From an optimization exercise on the open Yosys and OpenROAD flow, aimed at small area, a short achievable clock period and few clock cycles per item; shortcuts taken in it are not production practice.
The RTL was checked by simulation tests, not by an equivalence proof against the original design.

## north
// running_mean_variance_stats_top
module running_mean_variance_stats_top (
  input  wire logic                                    clk,
  input  wire logic                                    rst,
  input  wire logic                                    in_valid,
  output logic                                         in_stall,
  input  wire logic                                    cmd,
  input  wire logic signed [rmvs_pkg::SAMPLE_BITS-1:0] sample,
  output logic                                         out_valid,
  input  wire logic                                    out_stall,
  output logic [rmvs_pkg::COUNT_BITS-1:0]              sample_count,
  output logic signed [rmvs_pkg::TOTAL_BITS-1:0]       total,
  output logic signed [rmvs_pkg::SAMPLE_BITS-1:0]      smallest,
  output logic signed [rmvs_pkg::SAMPLE_BITS-1:0]      largest,
  output logic signed [rmvs_pkg::MEAN_BITS-1:0]        mean_q8,
  output logic [rmvs_pkg::VAR_BITS-1:0]                variance_q8,
  output logic [rmvs_pkg::STD_BITS-1:0]                std_dev_q8,
  output logic                                         has_data,
  output logic                                         variance_valid,
  output logic                                         count_saturated
);
Size in the first run: about 650 flip-flops, roughly 55000 µm² of cells after synthesis.
clock: 9.5 ns
lec_check: 0
abc_area: 1
cap_margin: 5
core_margin: 2
core_utilization: 40
setup_slack_margin: 2.5
slew_margin: 5
run.sh (not shown) runs the stock make flow with config.mk's settings and CLKGATE_MAP_FILE= SYNTH_SCRIPT=/design/flow/synth_recipe.tcl, a recipe that flattens the netlist after the stock synthesis.
north: flow completed, timing, DRC and antenna clean
Testbench counts of north, summed over its fixed seeds: cycles 43,352, items 4,800.
Edits applied to the flow inputs when going from north to south:
- SETUP_SLACK_MARGIN changed from 2.5 to 2.0
## What came out
Any difference in total placed cells including tap cells between north and south is small enough to ignore. Count of input and output buffers came out exactly the same in south and north. Maximum cell stage delay along the critical path, south and north, higher one = north. south vs north — required time of the worst setup path rose 0.03 ns. Taking north as the reference, in south vias after detailed routing shows a reduction of 1205, largest net degree at the start of global routing shows a reduction of 14, die area shows no meaningful change, total routed wirelength shows a reduction of 3.1%. Looking only at final critical-path share of the clock period, and setting everything else aside, the higher value of south and north goes to south.
diff inputs: south => east
- SETUP_SLACK_MARGIN now 2.2, was 2.0
- SLEW_MARGIN now 20, was 5
- CORE_UTILIZATION now 55, was 40
- CAP_MARGIN now 20, was 5
Notes after the runs:
- When the final numbers for south and east were put side by side, the setup skew after layout turned out to be greater in south.
- south → east: total buffers and inverters traversed by the critical path lower; number of vias per cell after detailed routing higher.
- Cmp south and east / final routed wirelength across all metal layers / higher: south
- east: placeable core region 37000 µm² below south

* * *

P:
running_mean_variance_stats_top, a different RTL version from the one above (not shown whole).
Size: ~7900 cells after synthesis, ~650 flip-flops, ~190 I/O pins, roughly 58000 sq um of cells after synthesis.
## running_mean_variance_stats_top
module running_mean_variance_stats_top (
  input  wire logic                                    clk,
  input  wire logic                                    rst,
  input  wire logic                                    in_valid,
  output logic                                         in_stall,
  input  wire logic                                    cmd,
  input  wire logic signed [rmvs_pkg::SAMPLE_BITS-1:0] sample,
  output logic                                         out_valid,
  input  wire logic                                    out_stall,
  output logic [rmvs_pkg::COUNT_BITS-1:0]              sample_count,
  output logic signed [rmvs_pkg::TOTAL_BITS-1:0]       total,
  output logic signed [rmvs_pkg::SAMPLE_BITS-1:0]      smallest,
  output logic signed [rmvs_pkg::SAMPLE_BITS-1:0]      largest,
  output logic signed [rmvs_pkg::MEAN_BITS-1:0]        mean_q8,
  output logic [rmvs_pkg::VAR_BITS-1:0]                variance_q8,
  output logic [rmvs_pkg::STD_BITS-1:0]                std_dev_q8,
  output logic                                         has_data,
  output logic                                         variance_valid,
  output logic                                         count_saturated
);
  localparam logic [3:0] PH_LAST = 4'(rmvs_pkg::EPOCH - 1);
  logic [3:0] ph;
  logic       last;
  logic       adv;
  logic       take;
  logic       add;
  logic       m_vld;
  logic       v1_vld;
  ...
==> flow/config.mk <==
export PLATFORM = sky130hd
export DESIGN_NAME = running_mean_variance_stats_top
export DESIGN_NICKNAME = running_mean_variance_stats_top
export VERILOG_FILES = /design/flow/design.v
export SDC_FILE = /design/flow/constraint.sdc
export NUM_CORES = 4
export LEC_CHECK = 0
export ABC_AREA = 1
export CAP_MARGIN = 20
export CORE_MARGIN = 2
export CORE_UTILIZATION = 40
export SLEW_MARGIN = 20
==> flow/constraint.sdc <==
create_clock -name core_clock -period 9.5 [get_ports {clk}]
set_input_delay 1.9000 -clock core_clock [delete_from_list [all_inputs] [get_ports {clk}]]
set_output_delay 1.9000 -clock core_clock [all_outputs]
set_load 0.01 [all_outputs]
Testbench counts of P, summed over its fixed seeds: cycles 43,352, items 4,800.
Modified inputs, Q compared to P
- putting SETUP_SLACK_MARGIN at 1.2 where nothing was set
### Flow results
Q finished every stage and its layout cleared the timing, DRC and antenna checks.
Ratio of cells with drive above 1 in the final layout: Q vs P up 0.94 points
Per the comparison of Q with P, area of all placed cells without fillers went up about 0.9%, total length of routed met2 wires climbed 680 um.
Per the comparison of Q with P, via count barely changed; number of buffers other than clock buffers in the final layout moved up; aggregate routed wire length has increased; multi-input logic portion of the cell area comparable; post-cts repair resize count higher.
Inputs modified between Q and R:
- removing ABC_AREA (formerly 1)
- removing SETUP_SLACK_MARGIN (formerly 1.2)
==> comparison <==
Actual slew at the worst max-slew pin up 0.059 ns in R wrt Q
Final standard cell utilization of the core delta for R relative to Q: 0.24 points higher
Between Q and R, routed via count divided by cell count is lower for Q, R comes in above that.
When R is measured against Q, its standard cell core area turns out 0.48% lower.
Note that the synthesized area per cell recorded for Q amounts to 0.842 times the value seen in R.
Lower via count was reported by R, not Q.
In the metrics for Q and R, the one carrying the higher critical path required time is Q.
The following lists how S was set up differently from R:
- a change of CORE_UTILIZATION from 40 to 65
Results
Of R and S, S shows the lower clock latency on the worst-skew pair, with R above it.
In terms of fraction of area in clock buffers and inverters, R and S differ only marginally.
Critical path depth in S vs R: down 4
Re number of resized instances in the post-cts repair step: R and S aren't equal, and the higher value belongs to S.
Changes observed in S relative to R: utilization now sits higher; time the worst path needs with I/O delays and setup now sits higher; number of global-route vias before repair now sits higher.
Compared with R, in S setup slack fell 0.15 ns.

-- what the ideal ports hide --
The results above use ideal ports. As a check the final layouts listed here were re-extracted and re-timed, cells and wires unchanged. Step 1 assumes that a clkbuf_16 drives the clock port and a buf_2 every other input. Step 2, shift: input delay + t, output delay - t, t = (earliest + latest rising clock arrival at the registers) / 2. This alone moves slack from input paths to output paths. a / b / c = ideal / step 1 / step 2; a / b = the first two.
run	shift t [ns]	setup WS [ns]	hold WS [ns]	worst setup path at the end	latest minus earliest clock arrival (ns)
north	0.748	2.297 / 2.297 / 2.297	0.432 / 0.432 / 0.432	register to register	0.057 / 0.057
south	0.751	2.241 / 2.241 / 2.241	0.442 / 0.442 / 0.442	register to register	0.068 / 0.068
east	0.726	2.126 / 2.126 / 2.126	0.429 / 0.429 / 0.429	register to register	0.045 / 0.045
P	0.754	0.782 / 0.782 / 0.782	0.430 / 0.430 / 0.430	register to register	0.036 / 0.036
Q	0.751	1.606 / 1.606 / 1.606	0.430 / 0.430 / 0.430	register to register	0.034 / 0.034
R	0.760	0.437 / 0.437 / 0.437	0.431 / 0.431 / 0.431	register to register	0.053 / 0.053
S	0.738	0.284 / 0.284 / 0.284	0.430 / 0.430 / 0.430	register to register	0.043 / 0.043
After both steps every run listed still meets setup and hold.
